This design comes from an exercise in tuning for small area, a short achievable clock period and few clock cycles per item on the open sky130 flow, not from production work.
At most, simulation tests tie the RTL to the original design; equivalence was not proved.

## v26
## stepper_ramp_pwm_rate_generator_top
module stepper_ramp_pwm_rate_generator_top (
    input  wire logic        clk,
    input  wire logic        rst_n,
    input  wire logic        cfg_we,
    input  wire logic [1:0]  cfg_addr,
    input  wire logic [27:0] cfg_wdata,
    input  wire logic        s_tvalid,
    output logic             s_tready,
    input  wire logic [55:0] s_tdata,
    output logic             m_tvalid,
    input  wire logic        m_tready,
    output logic [63:0]      m_tdata
);
==> flow/config.mk <==
export PLATFORM = sky130hd
export DESIGN_NAME = stepper_ramp_pwm_rate_generator_top
export DESIGN_NICKNAME = stepper_ramp_pwm_rate_generator_top
export VERILOG_FILES = /design/flow/design.v
export SDC_FILE = /design/flow/constraint.sdc
export NUM_CORES = 4
export LEC_CHECK = 0
export ABC_CLOCK_PERIOD_IN_PS = 5000
export CAP_MARGIN = 20
export CORE_MARGIN = 2
export CORE_UTILIZATION = 40
export CTS_BUF_LIST = sky130_fd_sc_hd__clkbuf_4 sky130_fd_sc_hd__clkbuf_8
export CTS_CLUSTER_SIZE = 30
export SETUP_SLACK_MARGIN = 3.0
export SLEW_MARGIN = 20
==> flow/constraint.sdc <==
create_clock -name core_clock -period 8.0 [get_ports {clk}]
set_input_delay 1.6000 -clock core_clock [delete_from_list [all_inputs] [get_ports {clk}]]
set_output_delay 1.6000 -clock core_clock [all_outputs]
set_load 0.01 [all_outputs]
run.sh (not shown) runs the stock make flow with config.mk's settings and CLKGATE_MAP_FILE= SYNTH_SCRIPT=/design/flow/synth_recipe.tcl, a recipe that flattens the netlist after the stock synthesis.
Ran to the end and failed final checks on negative setup slack: v26.
Changes in v37 relative to v26:
--- a/flow/design.v
+++ b/flow/design.v
@@ -238,36 +238,31 @@
     logic        full_reg;     
     logic        busy_reg;
     logic        chk_reg;      
     logic        fin_reg;
     logic [2:0]  cnt_reg;      
     logic [2:0]  last_grp;     
     logic [15:0] den_reg;
     logic [17:0] den3_reg;     
     logic [15:0] rem_reg;
     logic [27:0] quo_reg;
     logic [3:0]  nb_reg;       
     logic        top_f;        
-    logic        f_c4;
-    logic [16:0] f_sum;
-    logic [15:0] den_run;      
+    logic        rst_reg;      
     logic        done;         
     logic        hold;         
     logic [31:0] dividend;
     assign dividend = {sys_clock_reg, 4'b0000};
-    assign last_grp = lowm_reg ? 3'd1 : (full_reg ? 3'd0 : 3'd4);
-    assign den_run  = dcl_reg ? max_rate_reg : cur_reg;
-    assign f_c4     = ({1'b0, sys_clock_reg[11:8]} + {1'b0, den_run[3:0]}) >= 5'd16;
-    assign f_sum    = {1'b0, rem_reg} + {5'd0, den_run[15:4]} + {16'd0, f_c4};
-    assign top_f    = (f_sum >= {1'b0, den_run});
+    assign last_grp = lowm_reg ? 3'd1 : (full_reg ? 3'd0 : 3'd3);
+    assign top_f    = (quo_reg[3:0] == 4'hf);
     logic        zero;
     logic        ovf;
     logic        fit24;
     logic        fit20;
     logic        fit16;
     always_comb
     begin
         zero  = (den_reg == 16'd0);
         ovf   = (den_reg[15:4] == 12'd0) && (sys_clock_reg[27:24] >= den_reg[3:0]);
         fit24 = (den_reg[15:8] != 8'd0) || (sys_clock_reg[27:20] < den_reg[7:0]);
         fit20 = (den_reg[15:12] != 4'd0) || (sys_clock_reg[27:16] < den_reg[11:0]);
         fit16 = (clp_reg ? max_rate_reg : sys_clock_reg[27:12]) < den_reg;
@@ -330,71 +325,70 @@
         end
         else
         begin
             cnt_next = 3'd6;
             rem_jmp  = {12'd0, sys_clock_reg[27:24]};
         end
         if (!jump)
             cnt_next = cnt_reg - 3'd1;
     end
     always_ff @(posedge clk)
     begin
         nb_reg <= dividend[{cnt_next, 2'b11} -: 4];
-        if (jmp_reg && !(chk_reg && top_f))
+        if (jmp_reg)
             den3_reg <= {2'b00, den_reg} + {1'b0, den_reg, 1'b0};
         if (jump)
         begin
             rem_reg <= rem_jmp;
             quo_reg <= '0;
         end
         else
         begin
             rem_reg <= rem_c;
             if (!hold)
                 quo_reg <= {quo_reg[23:0], qb_c};
         end
         if (jump || zfast)
         begin
-            dcl_reg  <= dcl_pend;
+            if (!rst_reg)
+                dcl_reg <= dcl_pend;
             z_reg    <= zero || zfast;
             ov_reg   <= ovf;
             lowm_reg <= fit16 || fit20;
-            full_reg <= 1'b0;
+            full_reg <= rst_reg;
         end
-        else if (chk_reg && top_f)
-            full_reg <= 1'b1;
         if (chk_reg && top_f)
-            den_reg <= den_run;
+            den_reg <= dcl_reg ? max_rate_reg : cur_reg;
         else if (load)
             den_reg <= rate_next;
         else if (clp_reg && fit16)
             den_reg <= max_rate_reg;
         if (load)
             dcl_pend <= 1'b0;
         else if (clp_reg && fit16)
             dcl_pend <= 1'b1;
     end
     logic [15:0] qw;
     logic [15:0] wlow;
     logic [11:0] qx;
     logic        cc;
     logic [12:0] dv;
     logic        hi;
     logic [11:0] div_o;
     logic [15:0] wrap_o;
     always_comb
     begin
         qw    = quo_reg[15:0];
         wlow  = (qw < 16'd11) ? 16'd10 : qw - 16'd1;
-        qx    = full_reg ? quo_reg[27:16] : quo_reg[11:0];
+        qx    = full_reg ? quo_reg[27:16] : quo_reg[15:4];
         cc    = full_reg && (quo_reg[11:0] >= ~qx);
         dv    = {1'b0, qx} + {12'd0, cc};
         hi    = ov_reg || (dv > 13'd4080);
         if (lowm_reg)
         begin
             div_o  = 12'd16;
             wrap_o = wlow;
         end
         else
         begin
             div_o  = hi ? 12'd4080 : dv[11:0];
             wrap_o = (hi || !cc) ? 16'd65535 : 16'd65534;
@@ -424,24 +418,25 @@
     assign zfast    = accept && !pl_reg && zero_c;
     assign load     = (accept && !pl_reg && !zero_c)
                       || (s_tvalid && ready_in && !pl_reg && busy_reg
                           && (cnt_reg == last_grp));
     assign jump     = jmp_reg && !clp_reg && (!pl_reg || accept) && !hold;
     always_ff @(posedge clk or negedge rst_n)
     begin
         if (!rst_n)
         begin
             jmp_reg  <= 1'b0;
             clp_reg  <= 1'b0;
             pl_reg   <= 1'b0;
+            rst_reg  <= 1'b0;
             busy_reg <= 1'b0;
             chk_reg  <= 1'b0;
             fin_reg  <= 1'b0;
             cnt_reg  <= '0;
             mv_reg   <= 1'b0;
         end
         else
         begin
             if (load)
             begin
                 jmp_reg <= 1'b1;
                 clp_reg <= in_op[0] && mwr_reg;
@@ -449,43 +444,44 @@
             else
             begin
                 if (jump)
                     jmp_reg <= 1'b0;
                 clp_reg <= 1'b0;
             end
             if (load && !accept)
                 pl_reg <= 1'b1;
             else if (accept)
                 pl_reg <= 1'b0;
             if (chk_reg && top_f)
             begin
-                jmp_reg <= 1'b0;
+                jmp_reg <= 1'b1;
                 clp_reg <= 1'b0;
                 pl_reg  <= 1'b0;
+                rst_reg <= 1'b1;
             end
+            else if (jump)
+                rst_reg <= 1'b0;
             cnt_reg <= cnt_next;
             chk_reg <= 1'b0;
             if (cap)
                 fin_reg <= 1'b0;
             else if (chk_reg && !top_f)
                 fin_reg <= 1'b1;
             if (jump)
             begin
                 busy_reg <= !(zero || ovf);
                 fin_reg  <= zero || ovf;
             end
             else if (zfast)
                 fin_reg  <= 1'b1;
-            else if (chk_reg && top_f)
-                busy_reg <= 1'b1;
             else if (busy_reg && (cnt_reg == last_grp))
             begin
                 busy_reg <= 1'b0;
                 if (lowm_reg || full_reg)
                     fin_reg <= 1'b1;
                 else
                     chk_reg <= 1'b1;
             end
             if (cap)
                 mv_reg <= 1'b1;
             else if (m_tready)
                 mv_reg <= 1'b0;
==> summary.txt <==
v37 finished every stage and its layout cleared the timing, DRC and antenna checks. Finished, but not clean: v26, with negative setup slack. Relative to v26, multi-input logic portion of the cell area has decreased by 1.1 points in v37. Going from v26 to v37, total area of sequential cells grew slightly. In v37, placer's final routability congestion estimate is lower than in v26. The final reports for v37 and v26 show synthesized cell count lower in the former. Worst setup path startpoint = dcl_reg: v26; worst setup path startpoint = den_reg[1]: v37. Compared with v26, v37 instantiates a smaller number of cells. Flip-flop and latch count: v37 > v26. Delta (v37 minus v26): number of global-route vias before repair now sits lower, final area now sits lower.
No run of this note included a check of the RTL's function; only the layout flow was run.

* * *

## rev 12
Another version of the RTL of stepper_ramp_pwm_rate_generator_top (not shown whole).
For scale: roughly 3000 cells after synthesis, ~310 flip-flops, ~160 I/O pins, ~26000 µm² of cells after synthesis.
clock: 8.0 ns
lec_check: 0
cap_margin: 20
core_margin: 2
core_utilization: 40
cts_buf_list: sky130_fd_sc_hd__clkbuf_4 sky130_fd_sc_hd__clkbuf_8
cts_cluster_size: 30
setup_slack_margin: 2.5
slew_margin: 20
standard.sh (not shown) runs the stock make flow with config.mk's settings and CLKGATE_MAP_FILE= SYNTH_SCRIPT=/design/flow/synth_recipe.tcl, a recipe that flattens the netlist after the stock synthesis.
==> flow/flow/run.sh <==
#!/bin/bash
# Standard layout, except that the port buffers are the smallest plain
# buffer (buf_1) instead of the delay buffer buffer_ports picks by default.
set -euo pipefail
export BUFFER_PORTS_ARGS="-buffer_cell sky130_fd_sc_hd__buf_1"
bash standard.sh > orfs_make.log 2>&1
Testbench counts of rev 12, summed over its fixed seeds: cycles 6,059, items 2,000.
[inputs] rev 13 vs rev 12
diff --git a/flow/design.v b/flow/design.v
--- a/flow/design.v
+++ b/flow/design.v
@@ -402,21 +402,21 @@
     logic [15:0] wrap_o;
     logic [27:0] qm;           
     always_comb
     begin
         qm    = quo_reg;
         if (!full_reg && !lc_reg[0])
             qm[15:12] = 4'd0;
         if (lc_reg != 2'd3)
             qm[27:24] = 4'd0;
         qw    = qm[15:0];
-        wlow  = (qw < 16'd11) ? 16'd10 : qw - 16'd1;
+        wlow  = ((qw < 16'd11) ? 16'd11 : qw) - 16'd1;
         qx    = full_reg ? qm[27:16] : qm[15:4];
         cc    = full_reg && (qm[11:0] >= ~qx);
         dv    = {1'b0, qx} + {12'd0, cc};
         hi    = ov_reg || (dv > 13'd4080);
         if (lowm_reg)
         begin
             div_o  = 12'd16;
             wrap_o = wlow;
         end
         else
The aggregate global-route resource usage in rev 13 sits 2.2 points below the value recorded for rev 12.
Looking at compound-gate portion of the synthesized area, rev 13 sits 1.7 points below rev 12.
Rev 12 → rev 13: met2 usage in global routing has decreased.
Looking at rev 13 and rev 12, the number of buffers inserted by port buffering is a wash.
Per the comparison of rev 13 with rev 12, via count of the first global-routing pass has decreased.
[rev 13] synthesis-to-layout area growth fell 1.4 points relative to rev 12
From rev 13 to rev 12, post-synthesis sequential element count did not move at all.
On worst hold slack, rev 13 tracks rev 12 almost exactly.
Note that the non-clock buffer count recorded for rev 13 amounts to 0.831 times the value seen in rev 12.
Taking rev 12 as the reference point, the floorplan die area of rev 13 falls by 3.3%.
Testbench counts of rev 13, summed over its fixed seeds: cycles 6,059, items 2,000.

re-timing with driven ports:
Ports are ideal in the flow. The routed layouts listed here were re-timed in OpenROAD.
Step 1: set_driving_cell puts a clkbuf_16 on clk and a buf_2 on each other input, an assumption about the parent block.
Step 2, shift: input delay + t, output delay - t, t = (earliest + latest rising clock arrival at the registers) / 2. This alone moves slack from input paths to output paths.
Slacks: ideal / step 1 / step 2; pairs: ideal / step 1.
| run | t, ns | setup WS [ns] | pins driven straight from the clock port |
|---|---|---|---|
| v26 | 0.703 | -0.037 / -0.094 / 0.073 | 1 |
| v37 | 0.692 | 2.634 / 2.634 / 2.283 | 1 |
| rev 12 | 0.716 | 2.556 / 2.556 / 2.054 | 1 |
| rev 13 | 0.718 | 2.443 / 2.443 / 2.010 | 1 |
The setup slack of rev 12, which loses most, moves by 0.000 ns with the drivers and by -0.502 ns with both steps.
